Context: an optimization exercise on an open-source flow, tuned for small area, a short achievable clock period and few clock cycles per item. The choices shown serve that exercise and are no tape-out recipe.
The RTL was checked by simulation tests, not by an equivalence proof against the original design.

== run a ==
==> flow/design.v (excerpt) <==
module mul256_op_seq #(
  parameter int TIMEOUT = 1023
) (
  input  logic              clk,
  input  logic              rst,
  input  logic              cmd_valid,
  output logic              cmd_ready,
  input  logic [mul256_pkg::ADDR_W-1:0] cmd_a,
  input  logic [mul256_pkg::ADDR_W-1:0] cmd_b,
  input  logic [mul256_pkg::ADDR_W-1:0] cmd_dst,
  output logic              busy,
  output logic              done,
  output logic              err,
  output logic              op_read,
  output logic [mul256_pkg::ADDR_W-1:0] op_raddr,
  input  logic [mul256_pkg::OP_W-1:0]   op_rdata,
  output logic              op_write,
  output logic [mul256_pkg::ADDR_W-1:0] op_waddr,
  output logic [mul256_pkg::OP_W-1:0]   op_wdata,
  input  logic              op_wready,
  output logic              mul_start,
  output logic [mul256_pkg::OP_W-1:0]   mul_a,
  output logic [mul256_pkg::OP_W-1:0]   mul_b,
  input  logic              mul_done,
  input  logic [mul256_pkg::PROD_W-1:0] mul_p
);
  localparam int OW    = mul256_pkg::OP_W;
  localparam int AW    = mul256_pkg::ADDR_W;
  localparam int CNT_W = $clog2(TIMEOUT + 1);
  logic            jw_q, jw_n;    
  logic            jl_q, jl_n;    
  logic            jh_q, jh_n;    
  logic            jx_q, jx_n;    
  logic [AW-1:0]   jdst_q, jdst_n, jdst1_q, jdst1_n;
  logic [CNT_W-1:0] cnt_q, cnt_n;
  logic            nv_q, nv_n;
  logic [AW-1:0]   na_q, na_n, nb_q, nb_n, ndst_q, ndst_n;
  logic            pa_q, pa_n;    
  logic            ra_q, ra_n;    
  logic            rb_q, rb_n;    
  logic            fa_i_q, fb_i_q;   
  ...
==> module mul256_op_seq, before the edit <==
module mul256_op_seq #(
  parameter int TIMEOUT = 1023
) (
  input  logic              clk,
  input  logic              rst,
  input  logic              cmd_valid,
  output logic              cmd_ready,
  input  logic [mul256_pkg::ADDR_W-1:0] cmd_a,
  input  logic [mul256_pkg::ADDR_W-1:0] cmd_b,
  input  logic [mul256_pkg::ADDR_W-1:0] cmd_dst,
  output logic              busy,
  output logic              done,
  output logic              err,
  output logic              op_read,
  output logic [mul256_pkg::ADDR_W-1:0] op_raddr,
  input  logic [mul256_pkg::OP_W-1:0]   op_rdata,
  output logic              op_write,
  output logic [mul256_pkg::ADDR_W-1:0] op_waddr,
  output logic [mul256_pkg::OP_W-1:0]   op_wdata,
  input  logic              op_wready,
  output logic              mul_start,
  output logic [mul256_pkg::OP_W-1:0]   mul_a,
  output logic [mul256_pkg::OP_W-1:0]   mul_b,
  input  logic              mul_done,
  input  logic [mul256_pkg::PROD_W-1:0] mul_p
);
  localparam int OW    = mul256_pkg::OP_W;
  localparam int AW    = mul256_pkg::ADDR_W;
  localparam int CNT_W = $clog2(TIMEOUT + 1);
  logic            jw_q, jw_n;    
  logic            jl_q, jl_n;    
  logic            jh_q, jh_n;    
  logic            jx_q, jx_n;    
  logic [AW-1:0]   jdst_q, jdst_n, jdst1_q, jdst1_n;
  logic [CNT_W-1:0] cnt_q, cnt_n;
  logic            nv_q, nv_n;
  logic [AW-1:0]   na_q, na_n, nb_q, nb_n, ndst_q, ndst_n;
  logic            pa_q, pa_n;    
  logic            ra_q, ra_n;    
  logic            rb_q, rb_n;    
  logic            fa_i_q, fb_i_q;   
  logic            fa_w_q;           
  logic            fa_h_q;           
  logic            fb_h_q;           
  logic            fhw_q;            
  logic            fd_q;             
  logic            fs_i_q, fs_h_q;   
  logic            tmo_q;            
  logic            busy_q;
  logic [AW-1:0]   raddr_q, waddr_q;
  logic [OW-1:0]   ra_reg, rh_reg;
  localparam int NSL = 20;
  localparam int SLW = OW / NSL;
  logic [NSL-1:0]  selw_q, sell_q;
  logic            accept, start, w_done, lo_stall, hi_ok;
  logic            need_a, have_a, hzw, hzh, hzbh, fa_h_n, fb_h_n;
  assign w_done    = jw_q && mul_done;
  assign lo_stall  = w_done && !op_wready;
  assign hi_ok     = fd_q && op_wready;                
  assign start     = fs_i_q || (fs_h_q && op_wready);
  assign cmd_ready = !nv_q || start;
  assign accept    = cmd_valid && cmd_ready;
  assign done      = hi_ok;
  assign err       = tmo_q && !mul_done;
  assign busy      = busy_q;
  assign mul_start = start;
  assign op_write  = w_done || jl_q || (fhw_q && !(fb_h_q && op_wready));
  assign op_read   = fa_i_q || fb_i_q || (fa_w_q && !mul_done) || fa_h_q ||
                     (fb_h_q && op_wready);
  assign op_raddr  = raddr_q;
  assign op_waddr  = waddr_q;
  for (genvar g = 0; g < NSL; g++) begin : g_wd
    mul256_op_seq_bit u_selw (.clk(clk), .d(!rst && jw_n), .q(selw_q[g]));
    mul256_op_seq_bit u_sell (.clk(clk), .d(!rst && jl_n), .q(sell_q[g]));
    assign op_wdata[g*SLW +: SLW] = selw_q[g] ? mul_p[g*SLW +: SLW] :
                                    (sell_q[g] ? ra_reg[g*SLW +: SLW] : rh_reg[g*SLW +: SLW]);
  end
  assign mul_a     = ra_reg;
  assign mul_b     = op_rdata;
  always_comb begin
    jw_n = (jw_q && !mul_done && !tmo_q) || start;
    jl_n = (jl_q || w_done) && !op_wready;
    jh_n = (jh_q && !hi_ok) || ((jl_q || w_done) && op_wready);
    jx_n = fhw_q && !op_wready;
    jdst_n  = start ? ndst_q : jdst_q;
    jdst1_n = start ? ndst_q + AW'(1) : jdst1_q;
    cnt_n   = start ? '0 : (jw_q ? cnt_q + CNT_W'(1) : cnt_q);
    nv_n   = (nv_q && !start) || accept;
    na_n   = accept ? cmd_a   : na_q;
    nb_n   = accept ? cmd_b   : nb_q;
    ndst_n = accept ? cmd_dst : ndst_q;
    pa_n   = !start && !lo_stall && (pa_q || ra_q);
    ra_n   = fa_i_q || (fa_w_q && !mul_done) || fa_h_q;
    rb_n   = fb_i_q || (fb_h_q && op_wready);
    need_a = nv_n && !pa_n && !ra_n;
    have_a = nv_n && (pa_n || ra_n);
    hzw    = (na_n == jdst_n) || (na_n == jdst1_n);
    hzh    = (na_n == jdst1_n);
    hzbh   = (nb_n == jdst1_n);
    fa_h_n = jh_n && !jx_n && need_a && !hzh;
    fb_h_n = jh_n && !jx_n && !(need_a && !hzh) && have_a && !rb_n && !hzbh;
  end
  always_ff @(posedge clk) begin
    if (rst) begin
      jw_q   <= 1'b0;
      jl_q   <= 1'b0;
      jh_q   <= 1'b0;
      jx_q   <= 1'b0;
      nv_q   <= 1'b0;
      pa_q   <= 1'b0;
      ra_q   <= 1'b0;
      rb_q   <= 1'b0;
      fa_i_q <= 1'b0;
      fb_i_q <= 1'b0;
      fa_w_q <= 1'b0;
      fa_h_q <= 1'b0;
      fb_h_q <= 1'b0;
      fhw_q  <= 1'b0;
      fd_q   <= 1'b0;
      fs_i_q <= 1'b0;
      fs_h_q <= 1'b0;
      tmo_q  <= 1'b0;
      busy_q <= 1'b0;
    end else begin
      jw_q   <= jw_n;
      jl_q   <= jl_n;
      jh_q   <= jh_n;
      jx_q   <= jx_n;
      nv_q   <= nv_n;
      pa_q   <= pa_n;
      ra_q   <= ra_n;
      rb_q   <= rb_n;
      fa_i_q <= !(jw_n || jl_n || jh_n) && need_a;
      fb_i_q <= !(jw_n || jl_n || jh_n) && have_a && !rb_n;
      fa_w_q <= jw_n && need_a && !hzw;
      fa_h_q <= fa_h_n;
      fb_h_q <= fb_h_n;
      fhw_q  <= jh_n && !fa_h_n;
      fd_q   <= jh_n && !fa_h_n && !fb_h_n;
      fs_i_q <= !(jw_n || jl_n || jh_n) && nv_n && pa_n && rb_n;
      fs_h_q <= jh_n && nv_n && pa_n && rb_n;
      tmo_q  <= jw_n && !start && (cnt_n == CNT_W'(TIMEOUT));
      busy_q <= nv_n || jw_n || jl_n || jh_n;
    end
  end
  always_ff @(posedge clk) begin
    jdst_q  <= jdst_n;
    jdst1_q <= jdst1_n;
    cnt_q   <= cnt_n;
    na_q    <= na_n;
    nb_q    <= nb_n;
    ndst_q  <= ndst_n;
    raddr_q <= (fb_h_n || (!(jw_n || jl_n || jh_n) && have_a)) ? nb_n : na_n;
    waddr_q <= jh_n ? jdst1_n : jdst_n;
  end
  always_ff @(posedge clk) begin
    if (lo_stall)  ra_reg <= mul_p[OW-1:0];
    else if (ra_q) ra_reg <= op_rdata;
  end
  always_ff @(posedge clk) begin
    if (jw_q) rh_reg <= mul_p[2*OW-1:OW];
  end
endmodule
export LEC_CHECK = 0
export CAP_MARGIN = 20
export CORE_AREA = 10 10 590 590
export DIE_AREA = 0 0 600 600
export SETUP_SLACK_MARGIN = 2.0
export SLEW_MARGIN = 20
export SYNTH_HIERARCHICAL = 1
export SYNTH_MINIMUM_KEEP_SIZE = 0
create_clock -name core_clock -period 4.5 [get_ports {clk}]
standard.sh (not shown) runs the stock make flow with config.mk's settings and CLKGATE_MAP_FILE= SYNTH_SCRIPT=/design/flow/synth_recipe.tcl, a recipe that flattens the netlist after the stock synthesis.
==> flow/flow/run.sh <==
#!/bin/bash
# Standard layout, except that
#  - the port buffers are the smallest buffer cell instead of the
#    clock-delay cell buffer_ports picks by default;
#  - each bit's data pins are placed next to each other (flow/pins.tcl).
set -euo pipefail
export BUFFER_PORTS_ARGS="-buffer_cell sky130_fd_sc_hd__buf_1"
export PRE_IO_PLACEMENT_TCL="$PWD/flow/pins.tcl"
bash standard.sh > standard_flow.log 2>&1
==> flow/flow/pins.tcl <==
for {set i 0} {$i < 260} {incr i} {
  set hi [expr {$i + 260}]
  set_io_pin_constraint -group -order -pin_names [list \
    "mul_b\[$i\]" "op_rdata\[$i\]" "mul_a\[$i\]" \
    "mul_p\[$i\]" "op_wdata\[$i\]" "mul_p\[$hi\]"]
}
Testbench counts of run a, summed over its fixed seeds: cycles 13,465, items 1,600.
For run b, these inputs were changed with respect to run a:
--- a/flow/design.v
+++ b/flow/design.v
@@ -55,6 +55,6 @@
   logic [AW-1:0]   raddr_q, waddr_q;
   logic [OW-1:0]   ra_reg, rh_reg;
-  localparam int NSL = 20;
-  localparam int SLW = OW / NSL;
+  localparam int NSL = 38;
+  localparam int SLW = (OW + NSL - 1) / NSL;
   logic [NSL-1:0]  selw_q, sell_q;
   logic            accept, start, w_done, lo_stall, hi_ok;
@@ -78,6 +78,7 @@
     mul256_op_seq_bit u_selw (.clk(clk), .d(!rst && jw_n), .q(selw_q[g]));
     mul256_op_seq_bit u_sell (.clk(clk), .d(!rst && jl_n), .q(sell_q[g]));
-    assign op_wdata[g*SLW +: SLW] = selw_q[g] ? mul_p[g*SLW +: SLW] :
-                                    (sell_q[g] ? ra_reg[g*SLW +: SLW] : rh_reg[g*SLW +: SLW]);
+    for (genvar i = g * SLW; i < (g + 1) * SLW && i < OW; i++) begin : g_bit
+      assign op_wdata[i] = selw_q[g] ? mul_p[i] : (sell_q[g] ? ra_reg[i] : rh_reg[i]);
+    end
   end
   assign mul_a     = ra_reg;
Notes after the runs:
- Compared to run a, run b has worst-margin pin slew 14 ps lower.
- Run a → run b: xor-xnor portion of the synthesized cell area held, final clock period utilization by the worst path went down 1.1 points, worst setup slack went up 48 ps.
- Summary — non-clock buffer count, run b relative to run a: lower, by 3.0%.
- Looking at final net count, run b sits 0.33% below run a.
- On run b: count of clock-buffer cells in the layout is 10 higher than what run a gave.
- On routed wire length, run a and run b are neck and neck.
- Final HPWL from detailed placement: run b worse than run a
Testbench counts of run b, summed over its fixed seeds: cycles 13,465, items 1,600.

[re-timing with driven ports]
The flow's constraints put no driver on any port. The routed layouts listed below were extracted and timed again, unchanged, in two steps.
Step 1: set_driving_cell puts a clkbuf_16 on clk and a buf_2 on each other input, an assumption about the parent block.
Step 2 moves the port delays by t, midway between the first and last clock arrival at a register: inputs arrive t later, outputs are due t later. That takes back most of the time a late clock gives input paths.
a / b / c = no drivers / after step 1 / after step 2; a / b = the first two.
| run | t, ns | slack for setup (ns) | worst setup path after step 2 | latest minus earliest clock arrival (ns) |
|---|---|---|---|---|
| run a | 0.848 | 1.779 / 1.687 / 1.271 | input to register | 0.060 / 0.060 |
| run b | 0.841 | 1.826 / 1.734 / 1.243 | input to register | 0.043 / 0.044 |
After both steps setup and hold are still met in every run listed. For run b, which loses most, drivers alone change the setup slack by -0.092 ns; drivers and shift together by -0.583 ns.
